From an optimization exercise on the open Yosys and OpenROAD flow, aimed at small area, a short achievable clock period and few clock cycles; shortcuts taken in it are not production practice. Where RTL was checked, it was by simulation tests only, not by an equivalence proof against the original. The RTL of runs 3 and 4 was laid out without a check of its function. Power figures rest on the tool's default switching activity, not on a simulated workload.

$ cat flow/flow/run.sh
#!/bin/bash
# Layout: the standard ORFS flow (standard.sh) with two changes:
#  - technology mapping uses an area-oriented ABC script (flow/abc.script)
#    in place of ORFS's abc_speed/abc_area scripts; everything else in
#    synthesis is ORFS's and the standard flow's own script, so the registers are the
#    standard synthesis's;
#  - ports are buffered with buf_2 cells.
# Each step's full output goes to a log file of its own in this folder.
set -euo pipefail
here=$(pwd)
rm -rf "$here/orfs_scripts"
cp -r "$FLOW_HOME/scripts" "$here/orfs_scripts"
cp "$here/flow/abc.script" "$here/orfs_scripts/abc_speed.script"
cp "$here/flow/abc.script" "$here/orfs_scripts/abc_area.script"
export SCRIPTS_DIR="$here/orfs_scripts"
export BUFFER_PORTS_ARGS="-buffer_cell sky130_fd_sc_hd__buf_2"
bash standard.sh synth > "$here/synth.log" 2>&1
bash standard.sh > "$here/layout.log" 2>&1
$ cat flow/design.v
package ex_pkg;
  localparam int WIDTH_DEFAULT = 32;
  localparam logic [4:0] OP_SLL   = 5'b00000;
  localparam logic [4:0] OP_SRL   = 5'b00001;
  localparam logic [4:0] OP_SRA   = 5'b00010;
  localparam logic [4:0] OP_ROR   = 5'b00011;
  localparam logic [4:0] OP_SLLV  = 5'b00100;
  localparam logic [4:0] OP_SRLV  = 5'b00101;
  localparam logic [4:0] OP_SRAV  = 5'b00110;
  localparam logic [4:0] OP_RORV  = 5'b00111;
  localparam logic [4:0] OP_MUL   = 5'b10000;
  localparam logic [4:0] OP_DIVU  = 5'b10001;
  localparam logic [4:0] OP_MULHU = 5'b10010;
  localparam logic [4:0] OP_REMU  = 5'b10011;
  localparam logic [4:0] OP_ADD   = 5'b10110;
  localparam logic [4:0] OP_SUB   = 5'b10111;
  localparam logic [4:0] OP_AND   = 5'b11000;
  localparam logic [4:0] OP_OR    = 5'b11001;
  localparam logic [4:0] OP_XOR   = 5'b11010;
  localparam logic [4:0] OP_NOR   = 5'b11011;
  localparam logic [4:0] OP_SLT   = 5'b11111;
  typedef enum logic [0:0] {
    ST_IDLE   = 1'b0,
    ST_MULDIV = 1'b1
  } state_e;
  function automatic logic is_muldiv(input logic [4:0] op);
    is_muldiv = (op[4:2] == 3'b100);
  endfunction
endpackage
module ex_stage_rca #(
  parameter int N = 32
) (
  input  logic [N-1:0] a,
  input  logic [N-1:0] b,
  input  logic         ci,
  output logic [N-1:0] s,
  output logic         co
);
  logic [N:0] c;
  always_comb begin
    c[0] = ci;
    for (int i = 0; i < N; i++) begin
      s[i]   = a[i] ^ b[i] ^ c[i];
      c[i+1] = (a[i] & b[i]) | (c[i] & (a[i] ^ b[i]));
    end
    co = c[N];
  end
endmodule
module ex_stage_lzc (
  input  logic [31:0] x,
  output logic [5:0]  n       
);
  always_comb begin
    n = 6'd32;
    for (int i = 0; i < 32; i++) begin
      if (x[i]) n = 6'(31 - i);
    end
  end
endmodule
module ex_stage_therm (
  input  logic [4:0]  s,
  output logic [31:0] t
);
  always_comb begin
    for (int i = 0; i < 32; i++) t[i] = (5'(i) < s);
  end
endmodule
module ex_stage_shift (
  input  logic [31:0] src,
  input  logic [4:0]  s,
  input  logic [31:0] t,        
  input  logic        left,
  input  logic        kill,     
  input  logic        fill,
  output logic [31:0] y
);
  logic [4:0]  amt;
  logic [31:0] r0, r1, r2, r3, r4, r5;
  always_comb begin
    amt = left ? 5'(-s) : s;
    r0  = src;
    r1  = amt[0] ? {r0[0],    r0[31:1]}  : r0;
    r2  = amt[1] ? {r1[1:0],  r1[31:2]}  : r1;
    r3  = amt[2] ? {r2[3:0],  r2[31:4]}  : r2;
    r4  = amt[3] ? {r3[7:0],  r3[31:8]}  : r3;
    r5  = amt[4] ? {r4[15:0], r4[31:16]} : r4;
    for (int i = 0; i < 32; i++) begin
      if ((left & t[i]) | (kill & t[31-i])) y[i] = fill;
      else                                   y[i] = r5[i];
    end
  end
endmodule
module ex_stage
#(
  parameter int WIDTH      = ex_pkg::WIDTH_DEFAULT,
  parameter int MULDIV_LAT = 4
) (
  input  logic             clk,
  input  logic             rst,
  input  logic             flush,
  input  logic             in_valid,
  output logic             in_ready,
  input  logic [4:0]       in_op,
  input  logic [4:0]       in_shamt,
  input  logic [4:0]       in_rd,
  input  logic [4:0]       in_rs_a,
  input  logic [4:0]       in_rs_b,
  input  logic [WIDTH-1:0] in_a,
  input  logic [WIDTH-1:0] in_b,
  input  logic             in_wen,
  output logic             out_valid,
  input  logic             out_ready,
  output logic [WIDTH-1:0] out_result,
  output logic [4:0]       out_rd,
  output logic             out_wen,
  output logic             out_zf,
  output logic             out_of,
  output logic             out_illegal
);
  localparam int M  = 4;           
  localparam int NM = 32 / M;      
  logic        iready_q;
  logic        xvalid_q;
  logic [31:0] xa_q, xb_q;
  logic [4:0]  xop_q, xrd_q;
  logic        xwen_q;
  logic        ovalid_q;
  logic [31:0] ores_q;
  logic [4:0]  ord_q;
  logic        owen_q, ozf_q, oof_q, oill_q;
  logic        rvalid_q;
  logic [31:0] r2_q;
  logic [4:0]  rrd_q;
  logic        rwen_q, rof_q, rill_q;
  logic        mdrun_q, align_q;
  logic [4:0]  cnt_q;
  logic [2:0]  mamt_q;            
  logic x_md, x_div, x_mul, x_hi, x_shift, x_addsub, x_logic, x_slt, x_ill;
  always_comb begin
    x_md     = (xop_q[4:2] == 3'b100);
    x_div    = x_md & xop_q[0];
    x_mul    = x_md & ~xop_q[0];
    x_hi     = xop_q[1];               
    x_shift  = (xop_q[4:3] == 2'b00);
    x_addsub = (xop_q[4:1] == 4'b1011);
    x_logic  = (xop_q[4:2] == 3'b110);
    x_slt    = (xop_q == 5'b11111);
    x_ill    = ~(x_shift | x_md | x_addsub | x_logic | x_slt);
  end
  logic ofree, md_go, md_start, md_sw, md_iter, md_fin, xfire;
  always_comb begin
    ofree    = ~ovalid_q | out_ready;
    md_go    = xvalid_q & x_md & ~mdrun_q & ~rvalid_q;
    md_iter  = mdrun_q & ~align_q;
  end
  logic [5:0] clza, clzb;
  ex_stage_lzc u_lza (.x(xa_q), .n(clza));
  ex_stage_lzc u_lzb (.x(xb_q), .n(clzb));
  logic       bzero, dneg;
  logic [6:0] sdiff;
  logic [5:0] blen, alen;
  logic [3:0] mdig, adig;       
  logic       mswap;
  always_comb begin
    bzero = clzb[5];
    sdiff = {1'b0, clzb} - {1'b0, clza};
    dneg  = sdiff[6];
    blen  = 6'd32 - clzb;
    mdig  = 4'((blen + 6'(M - 1)) / M);
    if (mdig == 4'd0) mdig = 4'd1;
    alen  = 6'd32 - clza;
    adig  = 4'((alen + 6'(M - 1)) / M);
    if (adig == 4'd0) adig = 4'd1;
    mswap = x_mul & (5'(adig) + 5'd2 <= 5'(mdig));
    md_sw    = md_go & mswap;
    md_start = md_go & ~mswap;
  end
  logic [4:0]  sh_s;
  logic [31:0] sh_t, sh_src, sh_y;
  logic        sh_left, sh_kill, sh_fill;
  ex_stage_therm u_th (.s(sh_s), .t(sh_t));
  ex_stage_shift u_sh (.src(sh_src), .s(sh_s), .t(sh_t), .left(sh_left),
                       .kill(sh_kill), .fill(sh_fill), .y(sh_y));
  always_comb begin
    if (align_q) begin
      sh_s    = {mamt_q, 2'b00};
      sh_src  = x_hi ? r2_q : (xb_q | (r2_q & sh_t));
      sh_left = 1'b0;
      sh_kill = x_hi;
    end else if (x_md) begin
      sh_s    = sdiff[4:0];
      sh_src  = xb_q;
      sh_left = 1'b1;
      sh_kill = 1'b0;
    end else begin
      sh_s    = xa_q[4:0];
      sh_src  = xb_q;
      sh_left = (xop_q[1:0] == 2'b00);
      sh_kill = (xop_q[1:0] == 2'b01) | (xop_q[1:0] == 2'b10);
    end
    sh_fill = ~align_q & ~x_md & (xop_q[1:0] == 2'b10) & xb_q[31];
  end
  logic [31:0]   mhi;
  logic [31:0]   mrow_in [M];
  logic [31:0]   mrow_s  [M];
  logic [M-1:0]  mrow_c;
  logic [31+M:0] msum;
  logic [31:0]   mhi_n, mlo_n;
  always_comb begin
    mhi = md_go ? 32'd0 : r2_q;
    mrow_in[0] = mhi;
    for (int j = 1; j < M; j++) mrow_in[j] = {mrow_c[j-1], mrow_s[j-1][31:1]};
  end
  for (genvar j = 0; j < M; j++) begin : g_mrow
    ex_stage_rca #(.N(32)) u_row (
      .a(mrow_in[j]), .b(xa_q & {32{xb_q[j]}}), .ci(1'b0),
      .s(mrow_s[j]), .co(mrow_c[j]));
  end
  always_comb begin
    msum[31+M:M-1] = {mrow_c[M-1], mrow_s[M-1]};
    for (int j = 0; j < M - 1; j++) msum[j] = mrow_s[j][0];
    mhi_n = msum[31+M:M];
    mlo_n = {msum[M-1:0], xb_q[31:M]};
  end
  logic [31:0] add_bx, sum;
  logic        sub, cout, ovf, slt;
  always_comb begin
    sub    = x_div | xop_q[0];
    add_bx = xb_q ^ {32{sub}};
  end
  ex_stage_rca #(.N(32)) u_add (.a(xa_q), .b(add_bx), .ci(sub), .s(sum), .co(cout));
  always_comb begin
    ovf = (xa_q[31] == add_bx[31]) & (sum[31] != xa_q[31]);
    slt = (xa_q[31] != xb_q[31]) ? xa_q[31] : sum[31];
  end
  logic [31:0] dr_n, dq_n;
  always_comb begin
    dr_n = cout ? sum : xa_q;
    dq_n = {(md_start ? {31{bzero}} : r2_q[30:0]), cout};
  end
  logic [31:0] xres, mdres;
  logic        xres_of;
  always_comb begin
    if (x_div) begin
      mdres = x_hi ? dr_n : dq_n;
    end else begin
      mdres = sh_y;
    end
    xres    = 32'd0;
    xres_of = 1'b0;
    if (x_md) xres = mdres;
    else if (x_shift) xres = sh_y;
    else if (x_addsub) begin
      xres    = sum;
      xres_of = ovf;
    end else if (x_logic) begin
      case (xop_q[1:0])
        2'b00:   xres = xa_q & xb_q;
        2'b01:   xres = xa_q | xb_q;
        2'b10:   xres = xa_q ^ xb_q;
        default: xres = ~(xa_q | xb_q);
      endcase
    end else if (x_slt) xres = {31'd0, slt};
  end
  logic md_next_al;
  always_comb begin
    md_next_al = 1'b0;
    if (md_start) begin
      md_fin     = x_div & (bzero | dneg);
      md_next_al = x_mul & (mdig == 4'd1);
    end else if (align_q) begin
      md_fin = 1'b1;
    end else begin
      md_fin     = (cnt_q == 5'd1) & x_div;
      md_next_al = (cnt_q == 5'd1) & x_mul;
    end
    xfire = xvalid_q & (x_md ? ((md_start | mdrun_q) & md_fin) : ~rvalid_q);
  end
  logic x_byp, o_byp, in_imsh;
  logic ma_x, ma_o, mb_x, mb_o;
  logic [31:0] cap_a, cap_b;
  always_comb begin
    in_imsh = (in_op[4:2] == 3'b000);
    x_byp = xvalid_q & xwen_q & ~x_ill & (xrd_q != 5'd0);
    o_byp = ovalid_q & owen_q & (ord_q != 5'd0);
    ma_x  = x_byp & (in_rs_a == xrd_q);
    ma_o  = o_byp & (in_rs_a == ord_q);
    mb_x  = x_byp & (in_rs_b == xrd_q);
    mb_o  = o_byp & (in_rs_b == ord_q);
    cap_a = ma_x ? xres : (ma_o ? ores_q : in_a);
    if (in_imsh) cap_a[4:0] = in_shamt;
    cap_b = mb_x ? xres : (mb_o ? ores_q : in_b);
  end
  logic        acc, held, mdrun_n, align_n, rvalid_n, ovalid_n, iready_n;
  logic [4:0]  cnt_n;
  logic [31:0] o_val;
  always_comb begin
    acc  = iready_q & in_valid;
    held = xvalid_q & ~xfire;            
    mdrun_n = mdrun_q;
    align_n = 1'b0;
    cnt_n   = cnt_q;
    if (md_start) begin
      mdrun_n = ~md_fin;
      align_n = md_next_al;
      cnt_n   = x_div ? 5'(sdiff[4:0] + 5'd1) : 5'(mdig - 4'd1);
    end else if (mdrun_q) begin
      mdrun_n = ~md_fin;
      align_n = md_next_al;
      cnt_n   = cnt_q - 5'd1;
    end
    rvalid_n = ~ofree & (rvalid_q | xfire);
    ovalid_n = ~ofree | rvalid_q | xfire;
    if (acc)
      iready_n = (in_op[4:2] != 3'b100) & ~rvalid_n;
    else if (held)
      iready_n = x_md ? (align_n | (mdrun_n & (cnt_n == 5'd1) & x_div))
                      : ~rvalid_n;
    else
      iready_n = ~rvalid_n;
    o_val = rvalid_q ? r2_q : xres;
    if (flush | rst) begin
      mdrun_n  = 1'b0;
      align_n  = 1'b0;
      rvalid_n = 1'b0;
      ovalid_n = 1'b0;
      iready_n = 1'b1;
    end
  end
  always_ff @(posedge clk) begin
    xvalid_q <= ~(flush | rst) & (acc | held);
    mdrun_q  <= mdrun_n;
    align_q  <= align_n;
    rvalid_q <= rvalid_n;
    ovalid_q <= ovalid_n;
    iready_q <= iready_n;
    cnt_q    <= cnt_n;
    if (md_start) begin
      mamt_q <= 3'(NM - int'(mdig));
    end
    if (iready_q) begin
      xa_q   <= cap_a;
      xb_q   <= cap_b;
      xop_q  <= in_op;
      xrd_q  <= in_rd;
      xwen_q <= in_wen;
    end else if (x_div & (md_start | md_iter)) begin
      if (cout & md_iter) xa_q <= sum;
      xb_q <= md_start ? sh_y : {1'b0, xb_q[31:1]};
    end else if (md_sw) begin
      xa_q <= xb_q;
      xb_q <= xa_q;
    end else if (x_mul & (md_start | md_iter)) begin
      xb_q <= mlo_n;
    end
    if (~rvalid_q) begin
      if ((md_start | md_iter) & ~md_fin) begin
        r2_q <= x_div ? (md_start ? 32'd0 : dq_n) : mhi_n;
      end else begin
        r2_q   <= xres;
        rrd_q  <= xrd_q;
        rwen_q <= xwen_q & ~x_ill;
        rof_q  <= xres_of;
        rill_q <= x_ill;
      end
    end
    if (ofree) begin
      ores_q <= o_val;
      ozf_q  <= (o_val == 32'd0);
      if (rvalid_q) begin
        ord_q  <= rrd_q;
        owen_q <= rwen_q;
        oof_q  <= rof_q;
        oill_q <= rill_q;
      end else begin
        ord_q  <= xrd_q;
        owen_q <= xwen_q & ~x_ill;
        oof_q  <= xres_of;
        oill_q <= x_ill;
      end
    end
  end
  assign in_ready    = iready_q;
  assign out_valid   = ovalid_q;
  assign out_result  = ores_q;
  assign out_rd      = ord_q;
  assign out_wen     = owen_q;
  assign out_zf      = ozf_q;
  assign out_of      = oof_q;
  assign out_illegal = oill_q;
endmodule
$ cat flow/flow/abc.script
strash
&get -n
&st
&deepsyn -T 30
&dch
&nf
&put
buffer -c
topo
stime -c
upsize -c
dnsize -c
$ cat flow/standard.sh
#!/bin/bash
# synth_recipe.tcl (not shown) runs the flow's synth.tcl, then flattens the netlist and writes it again
# the make line also repeats each setting of config.mk as NAME=value (left out here)
make -C /OpenROAD-flow-scripts/flow DESIGN_CONFIG=/design/flow/config.mk WORK_HOME=/design/flow/orfs CLKGATE_MAP_FILE= SYNTH_SCRIPT=/design/flow/synth_recipe.tcl "${@:-finish}"
$ cat flow/constraint.sdc
create_clock -name core_clock -period 95.0 [get_ports {clk}]
set_input_delay 19.0000 -clock core_clock [delete_from_list [all_inputs] [get_ports {clk}]]
set_output_delay 19.0000 -clock core_clock [all_outputs]
set_load 0.01 [all_outputs]
$ cat flow/config.mk
export PLATFORM = sky130hd
export DESIGN_NAME = ex_stage
export DESIGN_NICKNAME = ex_stage
export VERILOG_FILES = /design/flow/design.v
export SDC_FILE = /design/flow/constraint.sdc
export NUM_CORES = 4
export LEC_CHECK = 0
export ABC_AREA = 1
export CAP_MARGIN = 20
export CORE_MARGIN = 2
export CORE_UTILIZATION = 40
export SLEW_MARGIN = 20
==> results of run 1 <==
==> layout by cell type, fill, tap and decap left out, types with 13 or more instances in the layout <==
master / synthesis / routed
mux2i_1: 35 / 35
a222oi_1: 34 / 34
edfxtp_1: 159 / 159
nor4_1: 27 / 27
fa_1: 156 / 156
a221oi_1: 47 / 47
and2_1: 15 / 15
o21ai_0: 164 / 163
a31oi_1: 18 / 18
o21ai_1: 14 / 15
xor2_1: 19 / 19
o2111ai_1: 13 / 13
nand3_1: 33 / 32
a211oi_1: 34 / 34
xnor2_1: 44 / 42
nand4_1: 14 / 14
inv_1: 165 / 164
clkbuf_16: 0 / 17
a21oi_1: 123 / 122
o221ai_1: 51 / 51
ha_1: 93 / 93
mux2_2: 22 / 22
a22oi_1: 27 / 27
buf_2: 16 / 137
nand2_1: 307 / 305
nor3_1: 36 / 35
buf_4: 8 / 49
o22ai_1: 72 / 72
o211ai_1: 17 / 17
nor2_1: 258 / 251
==> metrics by stage <==
stage	power, mW	worst slack (ns)	cell area (um2)
4_1_cts	0.505	74.08	22200
3_5_place_dp	0.429	73.52	21600
2_1_floorplan	0.316	74.26	20400
3_3_place_gp	0.424	73.49	21600
5_1_grt	0.545	73.88	22200
6_report	0.511	74.00	22200
==> registers in the layout (all words and copies together) (netlist names), 3 cells and up <==
| name | cells |
|---|---|
| ord_q | 5 |
| mamt_q | 3 |
| rrd_q | 5 |
| xa_q | 32 |
| xrd_q | 5 |
| cnt_q | 5 |
| ores_q | 32 |
| xb_q | 32 |
| xop_q | 5 |
| r2_q | 32 |
==> power groups by stage <==
stage	Clock [mW]	Sequential [mW]	Combinational, mW
final	0.0763	0.128	0.306
after global routing	0.0792	0.128	0.338
after CTS	0.0764	0.126	0.302
after detailed placement	0	0.127	0.301
after global placement	0	0.127	0.297
after floorplan	0	0.112	0.204
==> cells by family (layout without fill, tap and decap cells) <==
kind of cell,Yosys count,in the layout,share of synthesized area [%]
AND/OR/NAND/NOR,745,745,16.0
AO/OA/AOI/OAI,740,740,25.4
adder cells (fa/ha/maj),249,249,21.0
buffers and inverters,359,385,6.93
multiplexers,60,60,3.10
flip-flops,170,170,24.5
XOR/XNOR,67,67,3.03
==> layout make-up <==
type	count	area, um2
Timing Repair Buffer	186	1050
Fill cell	5006	28000
Sequential cell	170	5000
Inverter	167	627
Clock inverter	14	154
Multi-Input combinational cell	1861	14100
Clock buffer	18	429
Tap cell	672	841
==> synthesized netlist by cell type (9+ instances only) <==
master	instances	area [um2]
nand3_1	33	165
nand4_1	14	87.6
o2111ai_1	13	114
nor2_1	258	968
a221oi_1	47	412
buf_2	16	80.1
a22oi_1	27	203
xor2_1	19	166
o22ai_1	72	450
and2_1	15	93.8
mux2_2	22	248
edfxtp_1	159	4770
a211oi_1	34	255
a31oi_1	18	113
a21oi_1	123	616
o31ai_1	10	75.1
dfxtp_1	11	220
a222oi_1	34	340
ha_1	93	1160
fa_1	156	3120
a221o_1	10	100
o21ai_0	164	821
o21ai_1	14	70.1
inv_1	165	619
nor3_1	36	180
nand2_1	307	1150
clkbuf_1	158	593
a311oi_1	9	78.8
xnor2_1	44	385
o211ai_1	17	128
nor4_1	27	169
o221ai_1	51	447
mux2i_1	35	350
==> worst min-delay path by stage <==
stage	startpoint	end	slack (ns)	cells past startpoint
after floorplan	cnt_q[2]	cnt_q[2]	0.47	2
after global placement	rwen_q	owen_q	0.51	2
after detailed placement	rill_q	oill_q	0.52	2
after CTS	rrd_q[2]	ord_q[2]	0.54	1
after global routing	rwen_q	owen_q	0.56	2
final	rwen_q	owen_q	0.54	2
==> routing by layer <==
| metal | vias up | global-route usage [%] |
|---|---|---|
| li1 | 8798 | - |
| met1 | 10328 | 46.6 |
| met2 | 1625 | 54.4 |
| met3 | 372 | 11.8 |
| met4 | 2 | 23.1 |
| met5 | - | 0 |
==> tightest hold or removal path: cells and delay by family (launching register included) <==
family | cells | cell delay (ns)
compound gates | 1 | 0.06
simple gates | 1 | 0.05
flops | 1 | 0.32
==> metrics.yaml, run 1 <==
grt_max_degree: 52
seqPwrFrac_pct: 25.1
clkPwrFrac_pct: 14.9
hold_viol_final: 0
start_util_pct: 40.6
clock_path_buffers: 2
overflow: 0
critPathLaunchType: "input port"
r2r.worst_path.cells: 46
synth-edff-count: 159
internal_power_mw: 0.251
status: "complete, no violations"
worstMarginPinSlew_ns: 1.24
ant_nets: 0
post-cts-setup-buffers: 0
r2r_slack_ns: 76.69
ys_warn_count: 8
grt_pass1_wl_um: 141000
max_stage_delay_ns: 0.79
fin_setup_tns_ns: 0
worst-path-stages: 11
drc: 0
synth_cell_type_count: 100
netlist_instances: 2390
dp_cells: 3056
post-route-min-period_ns: 21.00
fin_crit_sh_pct: 22.1
cts_num_sinks: 170
grt_usage_pct: 36.9
drt_iter0_drc: 3361
cp-startpoint: "in_rs_a[3]"
fp.dieArea_um2: 52700
cts_made_buffers: 17
syn_to_final_growth_pct: 8.83
power_leakage_nw: 8.89
swShare_pct: 50.9
fp.coreArea_um2: 50200
rows: 82
wl_um: 98400
clkLatencyLatePin_ns: 0.52
grt_pass1_vias: 20449
power_density_nw_per_um2: 23.1
synthesis.nets: 2734
drive_above_1_share_pct: 12.4
gp_congestion: 1.06
rsz0062_at_grt: "false"
synth_area_um2: 20400
clk_pin_slew_ns: 0.08
nets: 2747
instances_no_fill: 3088
die_w_um: 230
cts_resized: 0
die_y_um: 230
slew_viol_final: 0
async_flop_share_pct: 0
cp_cell_sequence: "buf_2 > xor2_1 > nor3_1 > nand4_1 > nand2_1 > nor2_4 > nand2_1 > o22ai_1 > a21oi_1 > o21ai_0 > a221oi_1"
cts_root_buf: "clkbuf_16"
fin_skew_ns: 0.0209
cts_hold_buf: 0
viasPerCell: 6.84
synth-main-ff-cell: "edfxtp_1"
htreeDepth: 4
worst-setup-path-type: "in2reg"
switchingPower_mw: 0.260
crit_top_cell: "nand2_1"
num_vias: 21125
wl_met3_um: 12300
maxUsedRoutingLayer: "met5"
yosys_register_bits: 170
wl_per_cell_um: 31.9
cts_tree: "done"
slew_headroom_pct: 17.0
critPathRequiredTime_ns: 95.26
worstSetupEndpoint: "xa_q[3]"
r2r_end: "ozf_q"
cp_top_family: "simple AND/OR/NAND/NOR gates"
worst_path_max_delay_cell: "nor2_4"
fmax_mhz: 47.6
numPortBuffers: 137
syn_area_per_cell_um2: 8.52
drtPass1Iterations: 10
antenna_found_initial: 2
comb_power_share_pct: 60.0
setup_violations: 0
worst-path-buf-inv: 1
dp_hpwl_um: 71800
worst-path-max-fanout: 29
pin_count: 138
dr_wl_met2_um: 42000
synth_seq_area_share_pct: 24.5
rr_startpoint: "xa_q[1]"
met1_length_um: 36900
whs_ns: 0.540
diodes: 0
arrival_ns: 21.26
hold_class: "reg2reg"
fin_util_pct: 44.2
vdd_ir_drop_max_v: 0.0000221
endpoint_kind: "flop"
max_cap_viol_count: 0
Testbench counts, summed over its fixed seeds: cycles 32,591.
==> inputs of run 2 (changes only) <==
--- a/flow/config.mk
+++ b/flow/config.mk
@@ -11,2 +11,2 @@
 export CORE_UTILIZATION = 40
-export SLEW_MARGIN = 20
+export SLEW_MARGIN = 60
==> run 2 against run 1 <==
  * First-iteration DRC count is 1.9% lower
  * Total power is 0.75% higher
  * Sequential cell count stayed put
  * Maximum frequency is 0.77% higher
  * Global-route usage is 0.24 points higher
  * Core utilization is 1.1 points higher
  * Register-to-register slack better by 0.25 ns
  * Setup slack better by 0.16 ns
  * Largest power group unchanged
==> metrics.yaml, run 2 <==
fp.coreArea_um2: 50200  # unchanged
numPortBuffers: 137  # unchanged
synth_seq_area_share_pct: 24.5  # unchanged
nets: 2772  # +0.91%
grt_pass1_vias: 20580  # +0.64%
rows: 82  # unchanged
drc: 0  # unchanged
slew_headroom_pct: 55.6  # +39 points
fin_setup_tns_ns: 0  # unchanged
drt_iter0_drc: 3296  # -1.9%
clkPwrFrac_pct: 14.3  # -0.6 points
r2r.worst_path.cells: 46  # unchanged
critPathRequiredTime_ns: 95.25  # about the same
fp.dieArea_um2: 52700  # unchanged
cts_hold_buf: 0  # unchanged
synth_cell_type_count: 100  # unchanged
synth_area_um2: 20400  # unchanged
placed_cell_area_um2: 22000  # +2.0%
drtPass1Iterations: 10  # unchanged
wl_um: 98700  # +0.29%
setup_violations: 0  # unchanged
ant_nets: 0  # unchanged
max_cap_viol_count: 0  # unchanged
slew_viol_final: 0  # unchanged
cts_made_buffers: 17  # unchanged
power_leakage_nw: 9.09  # +2.3%
grt_pass1_wl_um: 143000  # +0.88%
cts_resized: 0  # unchanged
endpoint_kind: "flop"
worstMarginPinSlew_ns: 0.664  # -0.579 ns
status: "complete, no violations"
fin_area_um2: 22700  # +2.5%
ys_top_cells_by_area: "edfxtp_1 23%, fa_1 15%, ha_1 5.7%"
antenna_found_initial: 1  # -1
fin_skew_ns: 0.0151  # -0.00583 ns
pin_count: 138  # unchanged
die_w_um: 230  # unchanged
syn_to_final_growth_pct: 11.5
netlist_instances: 2390  # unchanged
comb_power_share_pct: 60.8  # +0.8 points
syn_area_per_cell_um2: 8.52  # unchanged
gp_congestion: 1.06  # unchanged
viasPerCell: 6.83  # -0.18%
grt_max_degree: 52  # unchanged
switchingPower_mw: 0.263  # +1.1%
cts_tree: "done"
synthesis.nets: 2734  # unchanged
final_common_cell: "nand2_1"
drive_above_1_share_pct: 15.5  # +3.1 points
ys_warn_count: 8  # unchanged
grt_usage_pct: 37.1  # +0.24 points
fin_crit_sh_pct: 21.9  # -0.17 points
async_flop_share_pct: 0  # unchanged
cts_root_buf: "clkbuf_16"
overflow: 0  # unchanged
synth_common_cells: "307 x nand2_1, 258 x nor2_1, 165 x inv_1"
htreeDepth: 4  # unchanged
whs_ns: 0.536  # -0.00323 ns
seqPwrFrac_pct: 24.9  # -0.2 points
final_cell_mix: "303 x nand2_1, 247 x nor2_1, 163 x inv_1"
hold_class: "reg2reg"
worst-setup-path-type: "in2reg"
die_y_um: 230  # unchanged
arrival_ns: 21.09  # -0.17 ns
power_density_nw_per_um2: 22.7  # -1.7%
hold_viol_final: 0  # unchanged
wl_per_cell_um: 31.7  # -0.54%
fmax_mhz: 48.0  # +0.77%
hold_path_depth: 2  # unchanged
synth_top_area_share_pct: 23.4  # unchanged
dp_hpwl_um: 72900  # +1.6%
start_util_pct: 40.6  # unchanged
clock_path_buffers: 2  # unchanged
post-route-min-period_ns: 20.84  # -0.161 ns
num_vias: 21265  # +0.66%
critPathLaunchType: "input port"
post-cts-setup-buffers: 0  # unchanged
swShare_pct: 51.1  # +0.20 points
synth.most_common_cell: "nand2_1"
synth-main-ff-cell: "edfxtp_1"
synth_top_area_cell: "edfxtp_1"
yosys_register_bits: 170  # unchanged
worst-path-max-fanout: 29  # unchanged
clkLatencyLatePin_ns: 0.51  # about the same
rsz0062_at_grt: "false"
cts_num_sinks: 170  # unchanged
vdd_ir_drop_max_v: 0.0000167  # -25%
internal_power_mw: 0.252  # +0.33%
synth-edff-count: 159  # unchanged
clk_pin_slew_ns: 0.08  # about the same
run 2: cell counts after synthesis:
No cell type changed its count.
run 2: area by class of cell:
class | count | area (um2)
diodes | 1 | 2.50
clock buffers | 17 | 425
clock inverters | 15 | 136
fillers | 4911 | 27500
inverters | 167 | 627
multi-input cells | 1861 | 14400
flip-flops and latches | 170 | 5000
well taps | 672 | 841
repair buffers | 211 | 1310
run 2: routing by layer:
layer	routed length (um)	share of wire, %	global-route usage, %	vias up
met5	0	0	0	-
met4	6420	6.5	21.5	0
met3	12300	12	11.9	348
met2	42700	43	55.4	1681
met1	37300	38	47.1	10389
li1	-	-	-	8847
run 2: logic make-up after synthesis:
kind of cell	share of synthesized area (%)
xor gates and xnor gates	3.03
AOI/OAI and AO/OA	25.4
muxes	3.10
and+or+nand+nor	16.0
adders and majority gates	21.0
DFF	24.5
buffers and inverters	6.93
run 2: worst paths after layout:
| check | slack (ns) | end | start |
|---|---|---|---|
| max | 74.16 | xa_q[1] | in_rs_a[2] |
| min | 0.54 | oill_q | rill_q |
| max reg2reg | 76.94 | r2_q[30] | xop_q[3] |
| min reg2reg | 0.54 | oill_q | rill_q |
run 2: power groups by stage:
stage	clock (mW)	combinational [mW]	sequential (mW)
after global routing	0.0768	0.344	0.128
after floorplan	0	0.204	0.112
after detailed placement	0	0.306	0.127
after global placement	0	0.297	0.127
after CTS	0.0741	0.307	0.126
final	0.0738	0.313	0.128
run 2: worst max-delay path, cell delays in order:
cell and delay, ns:
buf_2 0.12, xor2_1 0.14, nor3_1 0.20, and4_1 0.37
and3_1 0.19, buf_4 0.37, nand2_1 0.20, o22ai_1 0.22
a211oi_1 0.06, o21ai_0 0.09, a21oi_1 0.07
run 2: per-stage QoR:
stage	utilization [%]	setup slack (ns)	instances	total power [mW]
after floorplan	-	74.26	2390	0.316
after global routing	45.3	74.10	3113	0.549
final	45.3	74.16	3114	0.515
after detailed placement	43.9	73.75	3077	0.433
after CTS	45.0	74.30	3109	0.507
after global placement	43.0	73.49	3056	0.424
==> inputs of run 3 (changes only) <==
--- a/flow/design.v
+++ b/flow/design.v
@@ -134,3 +134,3 @@
   logic        rwen_q, rof_q, rill_q;
-  logic        mdrun_q, align_q;
+  logic        mdrun_q, align_q, nal_q;
   logic [4:0]  cnt_q;
@@ -209,3 +209,3 @@
   always_comb begin
-    mhi = md_go ? 32'd0 : r2_q;
+    mhi = md_start ? 32'd0 : r2_q;
     mrow_in[0] = mhi;
@@ -238,3 +238,3 @@
     dr_n = cout ? sum : xa_q;
-    dq_n = {(md_start ? {31{bzero}} : r2_q[30:0]), cout};
+    dq_n = {r2_q[30:0], cout};
   end
@@ -243,6 +243,9 @@
   always_comb begin
-    if (x_div) begin
-      mdres = x_hi ? dr_n : dq_n;
+    if (align_q)       mdres = sh_y;
+    else if (x_div) begin
+      if (md_start)    mdres = x_hi ? xa_q : {32{bzero}};
+      else             mdres = x_hi ? dr_n : dq_n;
     end else begin
-      mdres = sh_y;
+      if (md_start)    mdres = x_hi ? {{(32-M){1'b0}}, msum[31+M:32]} : msum[31:0];
+      else             mdres = x_hi ? mhi_n : mlo_n;
     end
@@ -264,8 +267,8 @@
   end
-  logic md_next_al;
+  logic md_next_al, nal_n;
   always_comb begin
+    nal_n      = md_start ? (mdig != 4'(NM)) : nal_q;
     md_next_al = 1'b0;
     if (md_start) begin
-      md_fin     = x_div & (bzero | dneg);
-      md_next_al = x_mul & (mdig == 4'd1);
+      md_fin = x_div ? (bzero | dneg) : (mdig == 4'd1);
     end else if (align_q) begin
@@ -273,4 +276,4 @@
     end else begin
-      md_fin     = (cnt_q == 5'd1) & x_div;
-      md_next_al = (cnt_q == 5'd1) & x_mul;
+      md_fin     = (cnt_q == 5'd1) & (x_div | ~nal_q);
+      md_next_al = (cnt_q == 5'd1) & ~x_div & nal_q;
     end
@@ -278,4 +281,4 @@
   end
-  logic x_byp, o_byp, in_imsh;
-  logic ma_x, ma_o, mb_x, mb_o;
+  logic x_byp, r_byp, o_byp, in_imsh;
+  logic ma_x, ma_r, ma_o, mb_x, mb_r, mb_o;
   logic [31:0] cap_a, cap_b;
@@ -284,10 +287,13 @@
     x_byp = xvalid_q & xwen_q & ~x_ill & (xrd_q != 5'd0);
+    r_byp = rvalid_q & rwen_q & (rrd_q != 5'd0);
     o_byp = ovalid_q & owen_q & (ord_q != 5'd0);
     ma_x  = x_byp & (in_rs_a == xrd_q);
+    ma_r  = r_byp & (in_rs_a == rrd_q);
     ma_o  = o_byp & (in_rs_a == ord_q);
     mb_x  = x_byp & (in_rs_b == xrd_q);
+    mb_r  = r_byp & (in_rs_b == rrd_q);
     mb_o  = o_byp & (in_rs_b == ord_q);
-    cap_a = ma_x ? xres : (ma_o ? ores_q : in_a);
+    cap_a = ma_x ? xres : (ma_r ? r2_q : (ma_o ? ores_q : in_a));
     if (in_imsh) cap_a[4:0] = in_shamt;
-    cap_b = mb_x ? xres : (mb_o ? ores_q : in_b);
+    cap_b = mb_x ? xres : (mb_r ? r2_q : (mb_o ? ores_q : in_b));
   end
@@ -304,3 +310,2 @@
       mdrun_n = ~md_fin;
-      align_n = md_next_al;
       cnt_n   = x_div ? 5'(sdiff[4:0] + 5'd1) : 5'(mdig - 4'd1);
@@ -316,6 +321,6 @@
     else if (held)
-      iready_n = x_md ? (align_n | (mdrun_n & (cnt_n == 5'd1) & x_div))
+      iready_n = x_md ? (align_n | (mdrun_n & (cnt_n == 5'd1) & (x_div | ~nal_n)))
                       : ~rvalid_n;
     else
-      iready_n = ~rvalid_n;
+      iready_n = 1'b1;
     o_val = rvalid_q ? r2_q : xres;
@@ -339,2 +344,3 @@
       mamt_q <= 3'(NM - int'(mdig));
+      nal_q  <= nal_n;
     end
--- a/flow/config.mk
+++ b/flow/config.mk
@@ -11,2 +11,2 @@
 export CORE_UTILIZATION = 40
-export SLEW_MARGIN = 60
+export SLEW_MARGIN = 20
==> run 3 against run 2 <==
  * Still clean
  * Via count up 14%
  * Sequential cell count up 1
  * Maximum frequency down 13%
  * Critical path type is now reg2reg
  * Largest cell class unchanged
  * Largest power group unchanged
==> metrics.yaml, run 3 <==
total_power_mw: 0.689  # +34%
crit_top_cell: "fa_1"
clkLatencyLatePin_ns: 0.53  # +0.02 ns
arrival_ns: 24.25  # +3.16 ns
synth_cell_type_count: 89  # -11%
wl_per_cell_um: 38.6  # +22%
ys_warn_count: 8  # unchanged
synthesis.nets: 2874  # +5.1%
max_cap_viol_count: 0  # unchanged
synth_top_area_share_pct: 22.5  # -0.99 points
worst-path-buf-inv: 3  # +1
dp_hpwl_um: 93800  # +29%
worst_slack_ns: 71.10  # -3.06 ns
die_y_um: 235  # +2.4%
cts_tree: "done"
clk_pin_slew_ns: 0.09  # about the same
cp_top_family: "adder cells"
synth-main-ff-cell: "edfxtp_1"
hold_viol_final: 0  # unchanged
final_common_cell: "nor2_1"
critPathRequiredTime_ns: 95.35  # +0.10 ns
grt_usage_pct: 44.9  # +7.8 points
cts_resized: 0  # unchanged
synth_area_um2: 21400  # +5.0%
rows: 84  # +2.4%
viasPerCell: 7.37  # +8.0%
cts_hold_buf: 0  # unchanged
synth_seq_area_share_pct: 23.5  # -1.0 points
die_w_um: 235  # +2.4%
drc: 0  # unchanged
cts_made_buffers: 17  # unchanged
endpoint_kind: "flop"
vdd_ir_drop_max_v: 0.0000346  # +110%
synth.most_common_cell: "nor2_1"
drtPass1Iterations: 9  # -1
worst-setup-path-type: "reg2reg"
synthAdderAreaFrac_pct: 20.0  # -1.0 points
slew_viol_final: 0  # unchanged
place_ws_ns: 71.09  # -2.66 ns
worst-path-max-fanout: 13  # -55%
dp_cells: 3262  # +6.0%
worst_path_max_delay_cell: "nor4_1"
max_stage_delay_ns: 0.92  # +0.55 ns
synth_compound_gate_area_share_pct: 27.4  # +2.0 points
fp.dieArea_um2: 55400  # +5.0%
whs_ns: 0.492  # -0.0439 ns
post-cts-setup-buffers: 0  # unchanged
final_cell_mix: "310 x nor2_1, 279 x nand2_1, 188 x o21ai_0"
synth-xor-area-share_pct: 3.38  # +0.35 points
critPathLaunchType: "flop"
fp.coreArea_um2: 52800  # +5.2%
grt_pass1_wl_um: 176000  # +24%
power_density_nw_per_um2: 29.1  # +29%
status: "complete, no violations"
antenna_found_initial: 3  # +2
numPortBuffers: 137  # unchanged
nets: 2937  # +6.0%
grt_pass1_vias: 22904  # +11%
htreeDepth: 4  # unchanged
netlist_instances: 2530  # +5.9%
hold_class: "reg2reg"
synth-edff-count: 160  # +0.63%
synth_top_area_cell: "edfxtp_1"
yosys_register_bits: 171  # +0.59%
fin_setup_tns_ns: 0  # unchanged
worstMarginPinSlew_ns: 1.23  # +0.567 ns
synth_top_family_by_area: "compound AO/OA/AOI/OAI gates"
slew_headroom_pct: 17.9  # -38 points
yosys.area_share.simple_pct: 16.0  # about the same
fin_skew_ns: 0.0359  # +0.0208 ns
overflow: 0  # unchanged
fin_crit_sh_pct: 25.2  # +3.2 points
clock_path_buffers: 2  # unchanged
ys_top_cells_by_area: "edfxtp_1 22%, fa_1 15%, nor2_1 5.5%"
fin_util_pct: 44.8  # -0.47 points
gp_congestion: 1.11  # +4.9%
syn_to_final_growth_pct: 10.5
fin_area_um2: 23600  # +4.1%
synth_common_cells: "316 x nor2_1, 283 x nand2_1, 189 x o21ai_0"
placed_cell_area_um2: 23000  # +4.5%
cts_root_buf: "clkbuf_16"
cts_num_sinks: 171  # +0.59%
async_flop_share_pct: 0  # unchanged
post-route-min-period_ns: 23.90  # +3.06 ns
ant_nets: 0  # unchanged
wl_um: 127000  # +29%
power_leakage_nw: 9.35  # +2.8%
synth_mux_area_share_pct: 3.56  # +0.46 points
start_util_pct: 40.6  # -0.044 points
drive_above_1_share_pct: 14.4  # -1.1 points
fmax_mhz: 41.8  # -13%
grt_max_degree: 42  # -19%
num_vias: 24291  # +14%
instances_no_fill: 3295  # +5.8%
drt_iter0_drc: 4655  # +41%
setup_violations: 0  # unchanged
syn_area_per_cell_um2: 8.46  # -0.76%
pin_count: 138  # unchanged
rsz0062_at_grt: "false"
[run 3: cell count changes in the layout (fill, tap and decap cells not counted), moves of 22 or more]
cell and delta:
a221o_1 +29, o21ai_0 +31, o211ai_1 +23, nor2_1 +63, inv_1 -25, nand2_1 -24
buf_4 +49, a211oi_1 +22, mux2_2 +25, a221oi_1 +29
[run 3: cell families (layout without fill, tap and decap cells)]
kind of cell | after synthesis | in the layout
AO/OA/AOI/OAI | 835 | 835
multiplexers | 69 | 69
XOR/XNOR | 80 | 80
other | 0 | 1
adder cells (fa/ha/maj) | 249 | 249
AND/OR/NAND/NOR | 791 | 791
flip-flops | 171 | 171
buffers and inverters | 335 | 411
[run 3: final timing paths]
kind | startpoint | end | slack, ns | cells past startpoint
worst min register to register | cnt_q[0] | cnt_q[0] | 0.49 | 1
worst max register to register | xa_q[11] | ozf_q | 71.10 | 62
worst max-delay path | xa_q[11] | ozf_q | 71.10 | 62
worst min-delay path | cnt_q[0] | cnt_q[0] | 0.49 | 1
[run 3: area by class of cell]
type / count / area, um2
fillers: 5322 / 29100
clock inverters: 15 / 173
clock buffers: 17 / 425
inverters: 142 / 533
flip-flops and latches: 171 / 5030
repair buffers: 237 / 1440
well taps: 688 / 861
diodes: 1 / 2.50
multi-input cells: 2024 / 15200
[run 3: worst register-to-register path, delay by kind of cell, from the launching register on]
family	cells	cell delay, ns
adder cells (fa/ha/maj)	40	17.99
AND/OR/NAND/NOR	11	3.32
XOR/XNOR	1	0.13
AO/OA/AOI/OAI	7	1.50
flip-flops	1	0.58
buffers and inverters	3	0.19
[run 3: power breakdown]
| group | total [mW] | internal (mW) | leakage [nW] | switching, mW |
|---|---|---|---|---|
| logic | 0.480 | 0.156 | 7.22 | 0.323 |
| clock network | 0.0774 | 0.0355 | 0.289 | 0.0419 |
| registers | 0.132 | 0.0995 | 1.84 | 0.0325 |
| total | 0.689 | 0.291 | 9.35 | 0.398 |
[run 3: per-layer routing]
metal	up-vias	track usage, %	wire [um]
li1	9553	-	-
met1	11946	60.0	48900
met2	2261	60.0	48500
met3	523	20.6	21300
met4	8	23.2	8340
met5	-	1.39	154
==> inputs of run 4 (changes only) <==
--- a/flow/design.v
+++ b/flow/design.v
@@ -149,6 +149,6 @@
   end
-  logic ofree, md_go, md_start, md_sw, md_iter, md_fin, xfire;
+  logic ofree, md_start, md_iter, md_fin, xfire;
   always_comb begin
     ofree    = ~ovalid_q | out_ready;
-    md_go    = xvalid_q & x_md & ~mdrun_q & ~rvalid_q;
+    md_start = xvalid_q & x_md & ~mdrun_q & ~rvalid_q;
     md_iter  = mdrun_q & ~align_q;
@@ -160,5 +160,4 @@
   logic [6:0] sdiff;
-  logic [5:0] blen, alen;
-  logic [3:0] mdig, adig;       
-  logic       mswap;
+  logic [5:0] blen;
+  logic [3:0] mdig;             
   always_comb begin
@@ -170,8 +169,2 @@
     if (mdig == 4'd0) mdig = 4'd1;
-    alen  = 6'd32 - clza;
-    adig  = 4'((alen + 6'(M - 1)) / M);
-    if (adig == 4'd0) adig = 4'd1;
-    mswap = x_mul & (5'(adig) + 5'd2 <= 5'(mdig));
-    md_sw    = md_go & mswap;
-    md_start = md_go & ~mswap;
   end
@@ -355,5 +348,2 @@
       xb_q <= md_start ? sh_y : {1'b0, xb_q[31:1]};
-    end else if (md_sw) begin
-      xa_q <= xb_q;
-      xb_q <= xa_q;
     end else if (x_mul & (md_start | md_iter)) begin
==> flow/run.sh (new file) <==
#!/bin/bash
# synth_recipe.tcl (not shown) runs the flow's synth.tcl, then flattens the netlist and writes it again
# the make line also repeats each setting of config.mk as NAME=value (left out here)
make -C /OpenROAD-flow-scripts/flow DESIGN_CONFIG=/design/flow/config.mk WORK_HOME=/design/flow/orfs CLKGATE_MAP_FILE= SYNTH_SCRIPT=/design/flow/synth_recipe.tcl finish
--- a/flow/config.mk
+++ b/flow/config.mk
@@ -7,3 +7,2 @@
 export LEC_CHECK = 0
-export ABC_AREA = 1
 export CAP_MARGIN = 20
removed: flow/flow/run.sh
removed: flow/flow/abc.script
removed: flow/standard.sh
==> run 4 against run 3 <==
  * Total power grew 2.1%
  * Worst hold slack gained 0.073 ns
  * Register-to-register slack improved by 0.94 ns
  * Clock skew decreased by 0.013 ns
  * Via count rose by 21%
  * Clock power rose by 2%
  * Cell count is 22% higher
  * Area after synthesis grew 17%
  * Critical path depth shrank 9
  * Non-clock buffer count up 6
  * Count of clock-buffer cells in the layout is the same
  * Die area rose by 17%
  * Highest routed layer unchanged
==> metrics.yaml, run 4 <==
wl_um: 158000  # +24%
cts_resized: 0  # unchanged
synth-main-ff-cell: "edfxtp_1"
instances_no_fill: 4012  # +22%
synth.most_common_cell: "a21oi_1"
synth-xor-area-share_pct: 2.86  # -0.52 points
seqPwrFrac_pct: 18.3  # -0.8 points
syn_area_per_cell_um2: 7.91  # -6.4%
arrival_ns: 23.21  # -1.04 ns
htreeDepth: 4  # unchanged
synth_area_um2: 25000  # +17%
numPortBuffers: 137  # unchanged
final_common_cell: "a21oi_1"
power_leakage_nw: 10.8  # +16%
grt_max_degree: 65  # +55%
worst-path-buf-inv: 3  # unchanged
critPathRequiredTime_ns: 95.25  # -0.10 ns
drt_iter0_drc: 5212  # +12%
syn_to_final_growth_pct: 11.4
ys_warn_count: 8  # unchanged
rr_startpoint: "xop_q[4]"
clk_pin_slew_ns: 0.08  # about the same
clkLatencyLatePin_ns: 0.51  # -0.02 ns
switchingPower_mw: 0.395  # -0.68%
hold_viol_final: 0  # unchanged
die_w_um: 254  # +8.0%
dp_cells: 3978  # +22%
grt_usage_pct: 48.1  # +3.2 points
hold_class: "reg2reg"
place_ws_ns: 72.35  # +1.26 ns
synth_compound_gate_area_share_pct: 29.8  # +2.4 points
slew_viol_final: 0  # unchanged
worst-path-stages: 53  # -15%
internal_power_mw: 0.308  # +5.8%
rows: 91  # +8.3%
ys_top_cells_by_area: "edfxtp_1 19%, fa_1 12%, a21oi_1 7.4%"
cp-startpoint: "xop_q[4]"
fin_setup_tns_ns: 0  # unchanged
synthesis.nets: 3503  # +22%
rsz0062_at_grt: "false"
worst_slack_ns: 72.04  # +0.940 ns
synthAdderAreaFrac_pct: 16.8  # -3.2 points
setup_violations: 0  # unchanged
status: "complete, no violations"
num_vias: 29358  # +21%
max_stage_delay_ns: 0.94  # +0.02 ns
worst-path-max-fanout: 15  # +2
post-cts-setup-buffers: 0  # unchanged
final_cell_mix: "368 x a21oi_1, 351 x nor2_1, 318 x nand2_1"
comb_power_share_pct: 70.5  # +0.9 points
dp_hpwl_um: 118000  # +26%
r2r.worst_path.cells: 53  # -15%
post-route-min-period_ns: 22.96  # -0.940 ns
clock_path_buffers: 2  # unchanged
fp.dieArea_um2: 64600  # +17%
grt_pass1_wl_um: 217000  # +23%
synth_top_area_share_pct: 19.2  # -3.3 points
synth_cell_type_count: 114  # +28%
drtPass1Iterations: 11  # +2
fp.coreArea_um2: 61800  # +17%
synth_seq_area_share_pct: 20.1  # -3.4 points
fin_skew_ns: 0.0225  # -0.0134 ns
worstMarginPinSlew_ns: 1.39  # +0.158 ns
slew_headroom_pct: 7.03  # -11 points
pin_count: 138  # unchanged
crit_top_cell: "fa_1"
cts_num_sinks: 171  # unchanged
critPathLaunchType: "flop"
swShare_pct: 56.2  # -1.6 points
cts_tree: "done"
endpoint_kind: "flop"
synth_top_family_by_area: "compound AO/OA/AOI/OAI gates"
antenna_found_initial: 5  # +2
yosys.area_share.simple_pct: 16.5  # +0.49 points
nets: 3498  # +19%
ant_nets: 0  # unchanged
die_y_um: 254  # +8.0%
synth-edff-count: 160  # unchanged
synth_common_cells: "370 x a21oi_1, 353 x nor2_1, 319 x nand2_1"
synth_top_area_cell: "edfxtp_1"
max_cap_viol_count: 0  # unchanged
yosys_register_bits: 171  # unchanged
wl_per_cell_um: 39.4  # +2.2%
cp_top_family: "adder cells"
worst-setup-path-type: "reg2reg"
overflow: 0  # unchanged
netlist_instances: 3165  # +25%
synth_mux_area_share_pct: 6.80  # +3.2 points
start_util_pct: 40.5  # -0.049 points
fin_crit_sh_pct: 24.2  # -0.99 points
grt_pass1_vias: 27556  # +20%
vdd_ir_drop_max_v: 0.0000350  # +1.2%
cts_hold_buf: 0  # unchanged
min_from: "rwen_q"
worst_path_max_delay_cell: "edfxtp_1"
cts_root_buf: "clkbuf_16"
power_density_nw_per_um2: 25.2  # -14%
gp_congestion: 1.08  # -2.3%
cts_made_buffers: 17  # unchanged
async_flop_share_pct: 0  # unchanged
drc: 0  # unchanged
clkPwrFrac_pct: 11.2  # about the same
fmax_mhz: 43.6  # +4.1%
hold_path_depth: 2  # +1
viasPerCell: 7.32  # -0.74%
drive_above_1_share_pct: 8.07  # -6.3 points
run 4: changes by cell type after synthesis, moves of 36 or more:
cell and delta:
clkbuf_1 +38, a21oi_1 +252, a211oi_1 +55, o21ai_0 +41
a221oi_1 -59, a221o_1 -37, nor2_1 +37, o22ai_1 -39
nand2_1 +36, mux2i_1 +93
run 4: path summary, 6_finish.rpt:
path                                to  slack, ns
worst max register to register   ozf_q      72.04
worst max-delay path             ozf_q      72.04
worst min register to register  owen_q       0.57
worst min-delay path            owen_q       0.57
run 4: worst reg2reg max path: cells and delay by family (launching register included):
| family | cells | cell delay [ns] |
|---|---|---|
| buffers and inverters | 3 | 0.31 |
| flip-flops | 1 | 0.94 |
| AO/OA/AOI/OAI | 4 | 1.04 |
| multiplexers | 1 | 0.47 |
| adder cells (fa/ha/maj) | 38 | 17.61 |
| AND/OR/NAND/NOR | 7 | 2.34 |
run 4: kinds of logic after synthesis:
logic type      after synthesis
xor+xnor                     77
compound gates             1145
flops                       171
fa+ha+maj                   243
buf+inv                     445
simple gates                930
mux                         154
run 4: power groups by stage:
stage                     Clock [mW]  Sequential [mW]  Combinational (mW)
after floorplan                    0            0.110               0.266
after global placement             0            0.127               0.468
after detailed placement           0            0.127               0.468
after CTS                     0.0779            0.125               0.469
after global routing          0.0800            0.127               0.514
final                         0.0788            0.128               0.496
run 4: stage by stage:
stage / hold WS [ns] / utilization [%] / area, um2 / power (mW)
3_3_place_gp: 0.529 / 44.1 / 27300 / 0.595
5_1_grt: 0.585 / 45.1 / 27900 / 0.721
6_report: 0.565 / 45.1 / 27900 / 0.704
3_5_place_dp: 0.541 / 44.1 / 27300 / 0.595
4_1_cts: 0.562 / 45.1 / 27900 / 0.673
2_1_floorplan: 0.509 / - / 25000 / 0.376
run 4: final cells by class:
type	instances	area, um2
diodes	2	5.00
clock buffers	17	425
clock inverters	15	191
fillers	6227	33900
inverters	178	668
multi-input cells	2549	18400
flip-flops and latches	171	5030
well taps	837	1050
repair buffers	243	2180
run 4: metal layers:
metal / share of wire [%] / vias to the layer above / wire [um] / GRT usage (%)
met5: 0.028 / - / 45 / 0.0752
met4: 9.5 / 6 / 15000 / 36.5
met3: 14 / 709 / 22200 / 16.1
met2: 41 / 2740 / 64100 / 68.1
met1: 36 / 14266 / 56800 / 60.4
li1: - / 11637 / - / -
==> inputs of run 5 (changes only) <==
--- a/flow/design.v
+++ b/flow/design.v
@@ -59,33 +59,20 @@
 endmodule
-module ex_stage_therm (
-  input  logic [4:0]  s,
-  output logic [31:0] t
-);
-  always_comb begin
-    for (int i = 0; i < 32; i++) t[i] = (5'(i) < s);
-  end
-endmodule
-module ex_stage_shift (
-  input  logic [31:0] src,
-  input  logic [4:0]  s,
-  input  logic [31:0] t,        
-  input  logic        left,
-  input  logic        kill,     
-  input  logic        fill,
+module ex_stage_funnel (
+  input  logic [31:0] hi,
+  input  logic [31:0] lo,
+  input  logic [4:0]  amt,
   output logic [31:0] y
 );
-  logic [4:0]  amt;
-  logic [31:0] r0, r1, r2, r3, r4, r5;
-  always_comb begin
-    amt = left ? 5'(-s) : s;
-    r0  = src;
-    r1  = amt[0] ? {r0[0],    r0[31:1]}  : r0;
-    r2  = amt[1] ? {r1[1:0],  r1[31:2]}  : r1;
-    r3  = amt[2] ? {r2[3:0],  r2[31:4]}  : r2;
-    r4  = amt[3] ? {r3[7:0],  r3[31:8]}  : r3;
-    r5  = amt[4] ? {r4[15:0], r4[31:16]} : r4;
-    for (int i = 0; i < 32; i++) begin
-      if ((left & t[i]) | (kill & t[31-i])) y[i] = fill;
-      else                                   y[i] = r5[i];
-    end
+  logic [62:0] s0;
+  logic [46:0] s1;
+  logic [38:0] s2;
+  logic [34:0] s3;
+  logic [32:0] s4;
+  always_comb begin
+    s0 = {hi[30:0], lo};
+    s1 = amt[4] ? s0[62:16] : s0[46:0];
+    s2 = amt[3] ? s1[46:8]  : s1[38:0];
+    s3 = amt[2] ? s2[38:4]  : s2[34:0];
+    s4 = amt[1] ? s3[34:2]  : s3[32:0];
+    y  = amt[0] ? s4[32:1]  : s4[31:0];
   end
@@ -134,3 +121,3 @@
   logic        rwen_q, rof_q, rill_q;
-  logic        mdrun_q, align_q, nal_q;
+  logic        mdrun_q, align_q;
   logic [4:0]  cnt_q;
@@ -149,6 +136,6 @@
   end
-  logic ofree, md_start, md_iter, md_fin, xfire;
+  logic ofree, md_go, md_start, md_sw, md_iter, md_fin, xfire;
   always_comb begin
     ofree    = ~ovalid_q | out_ready;
-    md_start = xvalid_q & x_md & ~mdrun_q & ~rvalid_q;
+    md_go    = xvalid_q & x_md & ~mdrun_q & ~rvalid_q;
     md_iter  = mdrun_q & ~align_q;
@@ -160,4 +147,5 @@
   logic [6:0] sdiff;
-  logic [5:0] blen;
-  logic [3:0] mdig;             
+  logic [5:0] blen, alen;
+  logic [3:0] mdig, adig;       
+  logic       mswap;
   always_comb begin
@@ -169,27 +157,30 @@
     if (mdig == 4'd0) mdig = 4'd1;
-  end
-  logic [4:0]  sh_s;
-  logic [31:0] sh_t, sh_src, sh_y;
-  logic        sh_left, sh_kill, sh_fill;
-  ex_stage_therm u_th (.s(sh_s), .t(sh_t));
-  ex_stage_shift u_sh (.src(sh_src), .s(sh_s), .t(sh_t), .left(sh_left),
-                       .kill(sh_kill), .fill(sh_fill), .y(sh_y));
+    alen  = 6'd32 - clza;
+    adig  = 4'((alen + 6'(M - 1)) / M);
+    if (adig == 4'd0) adig = 4'd1;
+    mswap = x_mul & (5'(adig) + 5'd2 <= 5'(mdig));
+    md_sw    = md_go & mswap;
+    md_start = md_go & ~mswap;
+  end
+  logic [31:0] f_hi, f_lo, sh_y;
+  logic [4:0]  f_amt;
+  ex_stage_funnel u_fun (.hi(f_hi), .lo(f_lo), .amt(f_amt), .y(sh_y));
   always_comb begin
     if (align_q) begin
-      sh_s    = {mamt_q, 2'b00};
-      sh_src  = x_hi ? r2_q : (xb_q | (r2_q & sh_t));
-      sh_left = 1'b0;
-      sh_kill = x_hi;
-    end else if (x_md) begin
-      sh_s    = sdiff[4:0];
-      sh_src  = xb_q;
-      sh_left = 1'b1;
-      sh_kill = 1'b0;
+      f_hi  = x_hi ? 32'd0 : r2_q;
+      f_lo  = x_hi ? r2_q  : xb_q;
+      f_amt = {mamt_q, 2'b00};
+    end else if (x_md | (xop_q[1:0] == 2'b00)) begin
+      f_hi  = {1'b0, xb_q[31:1]};
+      f_lo  = {xb_q[0], 31'd0};
+      f_amt = ~(x_md ? sdiff[4:0] : xa_q[4:0]);
     end else begin
-      sh_s    = xa_q[4:0];
-      sh_src  = xb_q;
-      sh_left = (xop_q[1:0] == 2'b00);
-      sh_kill = (xop_q[1:0] == 2'b01) | (xop_q[1:0] == 2'b10);
+      f_amt = xa_q[4:0];
+      f_lo  = xb_q;
+      case (xop_q[1:0])
+        2'b01:   f_hi = 32'd0;
+        2'b10:   f_hi = {32{xb_q[31]}};
+        default: f_hi = xb_q;
+      endcase
     end
-    sh_fill = ~align_q & ~x_md & (xop_q[1:0] == 2'b10) & xb_q[31];
   end
@@ -202,3 +193,3 @@
   always_comb begin
-    mhi = md_start ? 32'd0 : r2_q;
+    mhi = md_go ? 32'd0 : r2_q;
     mrow_in[0] = mhi;
@@ -231,3 +222,3 @@
     dr_n = cout ? sum : xa_q;
-    dq_n = {r2_q[30:0], cout};
+    dq_n = {(md_start ? {31{bzero}} : r2_q[30:0]), cout};
   end
@@ -236,9 +227,6 @@
   always_comb begin
-    if (align_q)       mdres = sh_y;
-    else if (x_div) begin
-      if (md_start)    mdres = x_hi ? xa_q : {32{bzero}};
-      else             mdres = x_hi ? dr_n : dq_n;
+    if (x_div) begin
+      mdres = x_hi ? dr_n : dq_n;
     end else begin
-      if (md_start)    mdres = x_hi ? {{(32-M){1'b0}}, msum[31+M:32]} : msum[31:0];
-      else             mdres = x_hi ? mhi_n : mlo_n;
+      mdres = sh_y;
     end
@@ -260,8 +248,8 @@
   end
-  logic md_next_al, nal_n;
+  logic md_next_al;
   always_comb begin
-    nal_n      = md_start ? (mdig != 4'(NM)) : nal_q;
     md_next_al = 1'b0;
     if (md_start) begin
-      md_fin = x_div ? (bzero | dneg) : (mdig == 4'd1);
+      md_fin     = x_div & (bzero | dneg);
+      md_next_al = x_mul & (mdig == 4'd1);
     end else if (align_q) begin
@@ -269,4 +257,4 @@
     end else begin
-      md_fin     = (cnt_q == 5'd1) & (x_div | ~nal_q);
-      md_next_al = (cnt_q == 5'd1) & ~x_div & nal_q;
+      md_fin     = (cnt_q == 5'd1) & x_div;
+      md_next_al = (cnt_q == 5'd1) & x_mul;
     end
@@ -274,4 +262,4 @@
   end
-  logic x_byp, r_byp, o_byp, in_imsh;
-  logic ma_x, ma_r, ma_o, mb_x, mb_r, mb_o;
+  logic x_byp, o_byp, in_imsh;
+  logic ma_x, ma_o, mb_x, mb_o;
   logic [31:0] cap_a, cap_b;
@@ -280,13 +268,10 @@
     x_byp = xvalid_q & xwen_q & ~x_ill & (xrd_q != 5'd0);
-    r_byp = rvalid_q & rwen_q & (rrd_q != 5'd0);
     o_byp = ovalid_q & owen_q & (ord_q != 5'd0);
     ma_x  = x_byp & (in_rs_a == xrd_q);
-    ma_r  = r_byp & (in_rs_a == rrd_q);
     ma_o  = o_byp & (in_rs_a == ord_q);
     mb_x  = x_byp & (in_rs_b == xrd_q);
-    mb_r  = r_byp & (in_rs_b == rrd_q);
     mb_o  = o_byp & (in_rs_b == ord_q);
-    cap_a = ma_x ? xres : (ma_r ? r2_q : (ma_o ? ores_q : in_a));
+    cap_a = ma_x ? xres : (ma_o ? ores_q : in_a);
     if (in_imsh) cap_a[4:0] = in_shamt;
-    cap_b = mb_x ? xres : (mb_r ? r2_q : (mb_o ? ores_q : in_b));
+    cap_b = mb_x ? xres : (mb_o ? ores_q : in_b);
   end
@@ -303,2 +288,3 @@
       mdrun_n = ~md_fin;
+      align_n = md_next_al;
       cnt_n   = x_div ? 5'(sdiff[4:0] + 5'd1) : 5'(mdig - 4'd1);
@@ -314,6 +300,6 @@
     else if (held)
-      iready_n = x_md ? (align_n | (mdrun_n & (cnt_n == 5'd1) & (x_div | ~nal_n)))
+      iready_n = x_md ? (align_n | (mdrun_n & (cnt_n == 5'd1) & x_div))
                       : ~rvalid_n;
     else
-      iready_n = 1'b1;
+      iready_n = ~rvalid_n;
     o_val = rvalid_q ? r2_q : xres;
@@ -337,3 +323,2 @@
       mamt_q <= 3'(NM - int'(mdig));
-      nal_q  <= nal_n;
     end
@@ -348,2 +333,5 @@
       xb_q <= md_start ? sh_y : {1'b0, xb_q[31:1]};
+    end else if (md_sw) begin
+      xa_q <= xb_q;
+      xb_q <= xa_q;
     end else if (x_mul & (md_start | md_iter)) begin
==> flow/flow/run.sh (new file) <==
#!/bin/bash
# Layout: the standard ORFS flow (standard.sh) with two changes:
#  - technology mapping uses an area-oriented ABC script (flow/abc.script)
#    in place of ORFS's abc_speed/abc_area scripts; everything else in
#    synthesis is ORFS's and the standard flow's own script, so the registers are the
#    standard synthesis's;
#  - ports are buffered with buf_2 cells;
#  - before the post-placement repair_design, nets are limited to a fanout
#    of 10 (flow/pre_resize.tcl).
# Each step's full output goes to a log file of its own in this folder.
set -euo pipefail
here=$(pwd)
rm -rf "$here/orfs_scripts"
cp -r "$FLOW_HOME/scripts" "$here/orfs_scripts"
cp "$here/flow/abc.script" "$here/orfs_scripts/abc_speed.script"
cp "$here/flow/abc.script" "$here/orfs_scripts/abc_area.script"
export SCRIPTS_DIR="$here/orfs_scripts"
export BUFFER_PORTS_ARGS="-buffer_cell sky130_fd_sc_hd__buf_2"
export PRE_RESIZE_TCL="$here/flow/pre_resize.tcl"
bash standard.sh synth > "$here/synth.log" 2>&1
bash standard.sh > "$here/layout.log" 2>&1
==> flow/flow/abc.script (new file) <==
strash
&get -n
&st
&deepsyn -T 30
&dch
&nf
&put
==> flow/flow/pre_resize.tcl (new file) <==
# Limit the fanout that repair_design leaves on a net, so that high-fanout
# select lines get buffer trees.
set_max_fanout 10 [current_design]
==> flow/standard.sh (new file) <==
#!/bin/bash
# synth_recipe.tcl (not shown) runs the flow's synth.tcl, then flattens the netlist and writes it again
# the make line also repeats each setting of config.mk as NAME=value (left out here)
make -C /OpenROAD-flow-scripts/flow DESIGN_CONFIG=/design/flow/config.mk WORK_HOME=/design/flow/orfs CLKGATE_MAP_FILE= SYNTH_SCRIPT=/design/flow/synth_recipe.tcl "${@:-finish}"
--- a/flow/config.mk
+++ b/flow/config.mk
@@ -7,2 +7,3 @@
 export LEC_CHECK = 0
+export ABC_AREA = 1
 export CAP_MARGIN = 20
removed: flow/run.sh
==> run 5 against run 4 <==
  * Total power decreased by 38%
  * Sequential power fell by 7%
  * Sequential share of layout area grew 3.2 points
  * Sequential cell count fell by 1
  * Cell count down 23%
  * Global-route usage shrank 8.3 points
  * Register-to-register slack gained 0.29 ns
  * Area after synthesis decreased by 25%
  * Largest cell class unchanged
  * Largest power group unchanged
==> metrics.yaml, run 5 <==
status: "complete, no violations"
worst_path_max_delay_cell: "clkdlybuf4s50_1"
dp_hpwl_um: 79600  # -33%
die_y_um: 221  # -13%
synth_common_cells: "257 x nand2_1, 219 x nor2_1, 170 x clkinv_1"
clock_path_buffers: 2  # unchanged
syn_area_per_cell_um2: 9.23  # +17%
vdd_ir_drop_max_v: 0.0000140  # -60%
worst_slack_ns: 72.33  # +0.287 ns
fin_area_um2: 23500  # -16%
fmax_mhz: 44.1  # +1.3%
synth_area_um2: 18900  # -25%
grt_pass1_vias: 21171  # -23%
hold_class: "reg2reg"
synth-edff-count: 159  # -0.63%
ys_warn_count: 7  # -1
power_leakage_nw: 8.79  # -19%
fin_setup_tns_ns: 0  # unchanged
whs_ns: 0.529  # -0.0360 ns
worstMarginPinSlew_ns: 1.27  # -0.124 ns
synth_top_area_cell: "edfxtp_1"
drt_iter0_drc: 3447  # -34%
start_util_pct: 40.6  # +0.079 points
netlist_instances: 2048  # -35%
fin_crit_sh_pct: 23.9  # -0.30 points
post-route-min-period_ns: 22.67  # -0.287 ns
place_ws_ns: 72.27  # -0.0833 ns
async_flop_share_pct: 0  # unchanged
critPathRequiredTime_ns: 95.24  # about the same
cts_resized: 0  # unchanged
synth.most_common_cell: "nand2_1"
use_met2_pct: 58.3  # -9.7 points
viasPerCell: 6.86  # -6.3%
cts_tree: "done"
yosys_register_bits: 170  # -0.58%
endpoint_kind: "flop"
slew_viol_final: 0  # unchanged
crit_top_cell: "fa_1"
placed_cell_area_um2: 22900  # -16%
nets: 2807  # -20%
worst-setup-path-type: "reg2reg"
total_power_mw: 0.436  # -38%
min_from: "cnt_q[2]"
arrival_ns: 22.91  # -0.30 ns
drtPass1Iterations: 12  # +1
fin_util_pct: 50.5  # +5.3 points
worst-path-max-fanout: 10  # -5
fp.coreArea_um2: 46600  # -25%
wl_um: 98400  # -38%
setup_violations: 0  # unchanged
ys_top_cells_by_area: "edfxtp_1 25%, fa_1 17%, ha_1 6.1%"
power_density_nw_per_um2: 18.6  # -26%
drive_above_1_share_pct: 10.0  # +1.9 points
pin_count: 138  # unchanged
overflow: 0  # unchanged
max_cap_viol_count: 0  # unchanged
rows: 79  # -13%
grt_pass1_wl_um: 143000  # -34%
die_w_um: 221  # -13%
fill_cells: 4431  # -29%
final_cell_mix: "256 x nand2_1, 216 x nor2_1, 202 x clkdlybuf4s50_1"
synth_cell_type_count: 59  # -48%
slew_headroom_pct: 15.0  # +8.0 points
cts_num_sinks: 170  # -0.58%
fp.dieArea_um2: 49000  # -24%
num_vias: 21170  # -28%
cts_hold_buf: 0  # unchanged
ant_nets: 0  # unchanged
htreeDepth: 4  # unchanged
grt_use_met3_pct: 11.9  # -4.2 points
use_met1_pct: 50.7  # -9.7 points
-- run 5: cell types whose count changed in the layout (fill, tap and decap cells not counted), moves of 78 or more --
cell | previous run | this run
o21ai_0 | 228 | 137
clkinv_1 | 2 | 170
inv_1 | 172 | 0
nor2_1 | 351 | 216
a21oi_1 | 368 | 121
a211oi_1 | 107 | 29
buf_2 | 0 | 137
-- run 5: logic make-up after synthesis --
logic type,Yosys count,share of synthesized area [%]
and+or+nand+nor,613,13.7
DFF,170,26.4
AOI/OAI and AO/OA,699,26.2
adders and majority gates,248,22.6
buffers and inverters,170,3.38
muxes,86,4.77
xor gates and xnor gates,62,2.87
-- run 5: metal layers --
layer,routed length [um],up-vias
li1,-,8778
met5,12,-
met1,36400,10335
met3,13000,393
met4,7470,2
met2,41600,1662
-- run 5: final timing paths --
path,to,slack (ns),depth (start not counted)
max,r2_q[30],72.33,51
max reg2reg,r2_q[30],72.33,51
min reg2reg,cnt_q[2],0.53,1
min,cnt_q[2],0.53,1
-- run 5: worst max-delay path, delay by kind of cell, from the launching register on --
| kind | cells | cell delay, ns |
|---|---|---|
| AOI/OAI and AO/OA | 1 | 0.10 |
| and+or+nand+nor | 2 | 0.52 |
| DFF | 1 | 0.31 |
| adders and majority gates | 38 | 17.76 |
| buffers and inverters | 10 | 3.71 |
-- run 5: layout make-up --
type                       count  area (um2)  area share [%]
antenna                        3        7.51          0.0320
clock buffer                  17         425            1.81
clock inverter                15         158           0.671
inverter                     170         638            2.72
multi-input combinational   1708       13400            56.9
sequential                   170        5000            21.3
tap                          607         759            3.23
timing repair buffer         397        3140            13.4
-- run 5: where the power goes --
group / internal [mW] / switching, mW
combinational: 0.102 / 0.143
sequential: 0.0956 / 0.0236
clock: 0.0349 / 0.0379
Testbench counts of run 5, summed over its fixed seeds: cycles 32,591.

## re-timing with driven ports
Ports are ideal in the flow. The routed layouts listed here were re-timed in OpenROAD. Step 1 assumes that a clkbuf_16 drives the clock port and a buf_2 every other input. Step 2 also shifts input and output timing later by t, the mid clock arrival at the registers, as if the neighbouring blocks saw the same clock. a / b / c = ideal / step 1 / step 2; a / b = the first two.
run	t, ns	slack for setup (ns)
run 1	0.568	74.001 / 74.037 / 73.469
run 2	0.568	74.162 / 74.202 / 73.634
run 3	0.573	71.103 / 71.103 / 71.103
run 4	0.561	72.043 / 72.043 / 72.043
run 5	0.555	72.330 / 72.330 / 72.112
After both steps every run listed still meets setup and hold.
